From an optimization exercise on the open Yosys and OpenROAD flow, aimed at small area; shortcuts taken in it are not production practice. The RTL was checked by simulation tests, not by an equivalence proof against the original design. The flow treats the clock pin as an ideal source, which a real chip does not have.

==> flow/design.v (excerpt) <==
module calc_top
#(
    parameter int SCAN_DIV        = 128,
    parameter int DEBOUNCE_CYCLES = 100,
    parameter int REFRESH_DIV     = 8
) (
    input  wire logic       sys_clk,
    input  wire logic       sys_rst_n,
    input  wire logic [3:0] key_row,    
    output logic [3:0]      key_col,    
    output logic [5:0]      seg_sel,
    output calc_pkg::seg_code_t       seg_code
);
    calc_pkg::row_bits_t  row_stable;
    calc_pkg::col_idx_t   col_idx;
    logic       press;
    logic [1:0] row_sel;
    calc_pkg::disp_data_t show_data;
    logic       err;
    keypad_scan #(
        .SCAN_DIV (SCAN_DIV)
    ) u_keypad_scan (
        .sys_clk    (sys_clk),
        .sys_rst_n  (sys_rst_n),
        .row_stable (row_stable),
        .key_col    (key_col),
        .col_idx    (col_idx)
    );
    for (genvar g = 0; g < calc_pkg::NUM_ROWS; g++) begin : g_row
        row_debounce #(
            .DEBOUNCE_CYCLES (DEBOUNCE_CYCLES)
        ) u_row_debounce (
  ...
==> flow/config.mk <==
export PLATFORM = sky130hd
export DESIGN_NAME = calc_top
export DESIGN_NICKNAME = calc_top
export VERILOG_FILES = /design/flow/design.v
export SDC_FILE = /design/flow/constraint.sdc
export NUM_CORES = 4
export LEC_CHECK = 0
export CAP_MARGIN = 0
export CORE_MARGIN = 2
export CORE_UTILIZATION = 65
export GPL_TIMING_DRIVEN = 0
export PLACE_DENSITY = 0.75
export SLEW_MARGIN = 0
==> flow/constraint.sdc <==
create_clock -name core_clock -period 75.0 [get_ports {sys_clk}]
set_input_delay 15.0000 -clock core_clock [delete_from_list [all_inputs] [get_ports {sys_clk}]]
set_output_delay 15.0000 -clock core_clock [all_outputs]
set_load 0.01 [all_outputs]
standard.sh (not shown) runs the stock make flow with config.mk's settings and CLKGATE_MAP_FILE= SYNTH_SCRIPT=/design/flow/synth_recipe.tcl, a recipe that flattens the netlist after the stock synthesis.
==> flow/flow/run.sh <==
#!/bin/bash
# The standard layout with three changes:
#  - synthesis: synth_recipe.tcl unchanged, except that ABC maps with
#    flow/abc_area.script (registers are untouched by ABC);
#  - a lighter clock tree (small leaf buffers, no dummy loads), with the
#    leaf buffers whose sinks see a slow edge upsized (flow/fix_clock.tcl);
#  - single-drive port buffers.
# Every tool's output goes to the ORFS logs under orfs/logs; the make output
# goes to standard.log.
set -e
export AREA_ABC_SCRIPT="$PWD/flow/abc_area.script"
{ head -n 1 synth_recipe.tcl; cat flow/abc_wrap.tcl; tail -n +2 synth_recipe.tcl; } > area_synth.tcl
sed "s#SYNTH_SCRIPT=[^ ]*#SYNTH_SCRIPT=$PWD/area_synth.tcl#" standard.sh > area_standard.sh
export CTS_ARGS="-sink_clustering_enable -repair_clock_nets -dont_use_dummy_load -buf_list sky130_fd_sc_hd__clkbuf_4 -root_buf sky130_fd_sc_hd__clkbuf_8"
export POST_CTS_TCL="$PWD/flow/fix_clock.tcl"
export BUFFER_PORTS_ARGS="-buffer_cell sky130_fd_sc_hd__buf_1"
bash area_standard.sh > standard.log 2>&1
Other scripts of this flow, unchanged in this note and not shown: flow/flow/abc_area.script, flow/flow/abc_wrap.tcl, flow/flow/fix_clock.tcl
The first run finished with timing, DRC and antenna clean.
Edit:
CAP_MARGIN = 20   (was 0)
GPL_TIMING_DRIVEN = unset   (was 0)
SLEW_MARGIN = 20   (was 0)
Result: The changed run produced a clean layout; cell count does not change; synthesized area does not change; global-route usage grows by 0.49 points; setup slack gains 0.017 ns; sequential share of layout area is about the same.

* * *

Another version of the RTL of calc_top (not shown whole).
For scale: about 610 cells after synthesis, roughly 24 I/O pins, ~6600 sq um of cells after synthesis.
==> flow/config.mk <==
export PLATFORM = sky130hd
export DESIGN_NAME = calc_top
export DESIGN_NICKNAME = calc_top
export VERILOG_FILES = /design/flow/design.v
export SDC_FILE = /design/flow/constraint.sdc
export NUM_CORES = 4
export LEC_CHECK = 0
export CAP_MARGIN = 20
export CORE_MARGIN = 2
export CORE_UTILIZATION = 65
export PLACE_DENSITY = 0.75
export SLEW_MARGIN = 20
==> flow/constraint.sdc <==
create_clock -name core_clock -period 75.0 [get_ports {sys_clk}]
set_input_delay 15.0000 -clock core_clock [delete_from_list [all_inputs] [get_ports {sys_clk}]]
set_output_delay 15.0000 -clock core_clock [all_outputs]
set_load 0.01 [all_outputs]
==> flow/flow/abc_area.script <==
&get -n
&st
&dch
&nf -R 1000 -F 8 -A 4
&st
&syn2
&if -g -K 6
&synch2
&nf -R 1000 -F 8 -A 4
&st
&syn2
&if -g -K 6
&synch2
&nf -R 1000 -F 8 -A 4
&st
&syn2
&if -g -K 6
&synch2
&nf -R 1000 -F 8 -A 4
&st
&syn2
&if -g -K 6
&synch2
&nf -R 1000 -F 8 -A 4
&st
&syn2
&if -g -K 6
&synch2
&nf -R 1000 -F 8 -A 4
&put
topo
stime -c
dnsize -c
==> flow/flow/abc_wrap.tcl <==
# Map the combinational logic with an area-oriented ABC script (the clock
# period leaves ample slack): the standard script's cell mapping runs with a
# relaxed delay target, and without its buffering and upsizing passes.
proc abc {args} {
  set i [lsearch -exact $args -script]
  if { $i >= 0 } {
    lset args [expr { $i + 1 }] $::env(AREA_ABC_SCRIPT)
  }
  yosys abc {*}$args
}
==> flow/flow/fix_clock.tcl <==
estimate_parasitics -placement
set fixed 0
foreach inst [get_cells *] {
  set master [get_property $inst ref_name]
  if { ![string match "sky130_fd_sc_hd__clkbuf_*" $master] } { continue }
  if { ![string match "clkbuf_*" [get_property $inst full_name]] } { continue }
  set opin [get_pins -of_objects $inst -filter "direction==output"]
  set worst 0.0
  foreach pin [get_pins -of_objects [get_nets -of_objects $opin] -filter "direction==input"] {
    if { [get_property $pin name] != "CLK" } { continue }
    set slew [get_property $pin slew_max]
    if { $slew > $worst } { set worst $slew }
  }
  if { $worst > 0.100 } {
    set bigger ""
    if { $master == "sky130_fd_sc_hd__clkbuf_2" } { set bigger sky130_fd_sc_hd__clkbuf_4 }
    if { $master == "sky130_fd_sc_hd__clkbuf_4" } { set bigger sky130_fd_sc_hd__clkbuf_8 }
    if { $master == "sky130_fd_sc_hd__clkbuf_8" } { set bigger sky130_fd_sc_hd__clkbuf_16 }
    if { $bigger != "" } {
      puts "fix_clock: [get_property $inst full_name] $master -> $bigger (worst sink slew $worst)"
      replace_cell $inst $bigger
      incr fixed
    }
  }
}
if { $fixed > 0 } {
  detailed_placement
  check_placement -verbose
  estimate_parasitics -placement
}
puts "fix_clock: $fixed clock buffers upsized"
Scripts as last shown in full above: flow/flow/run.sh
Rerun with:
Settings changed: CORE_UTILIZATION 65 to 70, PLACE_DENSITY 0.75 to 0.8.
=>
- sequential share of layout area grows by 0.10 points
- final area stays flat
- synthesized area stays the same
- worst setup slack improves by 0.054 ns
- synthesized cell count stays the same
- wire length grows by about 4%
- global-route usage grows by 3.2 points
- cell count shrinks by 2.8%
- non-clock buffer count is unchanged
- utilization grows by 4.7 points
- clock-buffer cell count does not change

## static timing again, ports no longer ideal
Ports are ideal in the flow. The routed layouts listed here were re-timed in OpenROAD.
Step 1: set_driving_cell puts a clkbuf_16 on sys_clk and a buf_2 on each other input, an assumption about the parent block.
Step 2 times the ports against the registers' clock, not the clock port: input delays grow and output delays shrink by t, the midpoint of the rising clock arrivals with the driver on.
Slacks: ideal / step 1 / step 2; pairs: ideal / step 1.
run | shift t [ns] | setup slack, ns | worst setup path at the end | worst data-port slew with drivers (ns)
the first run of note 1 | 0.440 | 57.453 / 57.414 / 57.854 | register to output | 0.03
the second run of note 1 | 0.438 | 57.470 / 57.434 / 57.872 | register to output | 0.03
the first run of note 2 | 0.448 | 57.212 / 57.174 / 57.622 | register to output | 0.03
the second run of note 2 | 0.434 | 57.266 / 57.228 / 57.662 | register to output | 0.03
After both steps setup and hold are still met in every run listed.
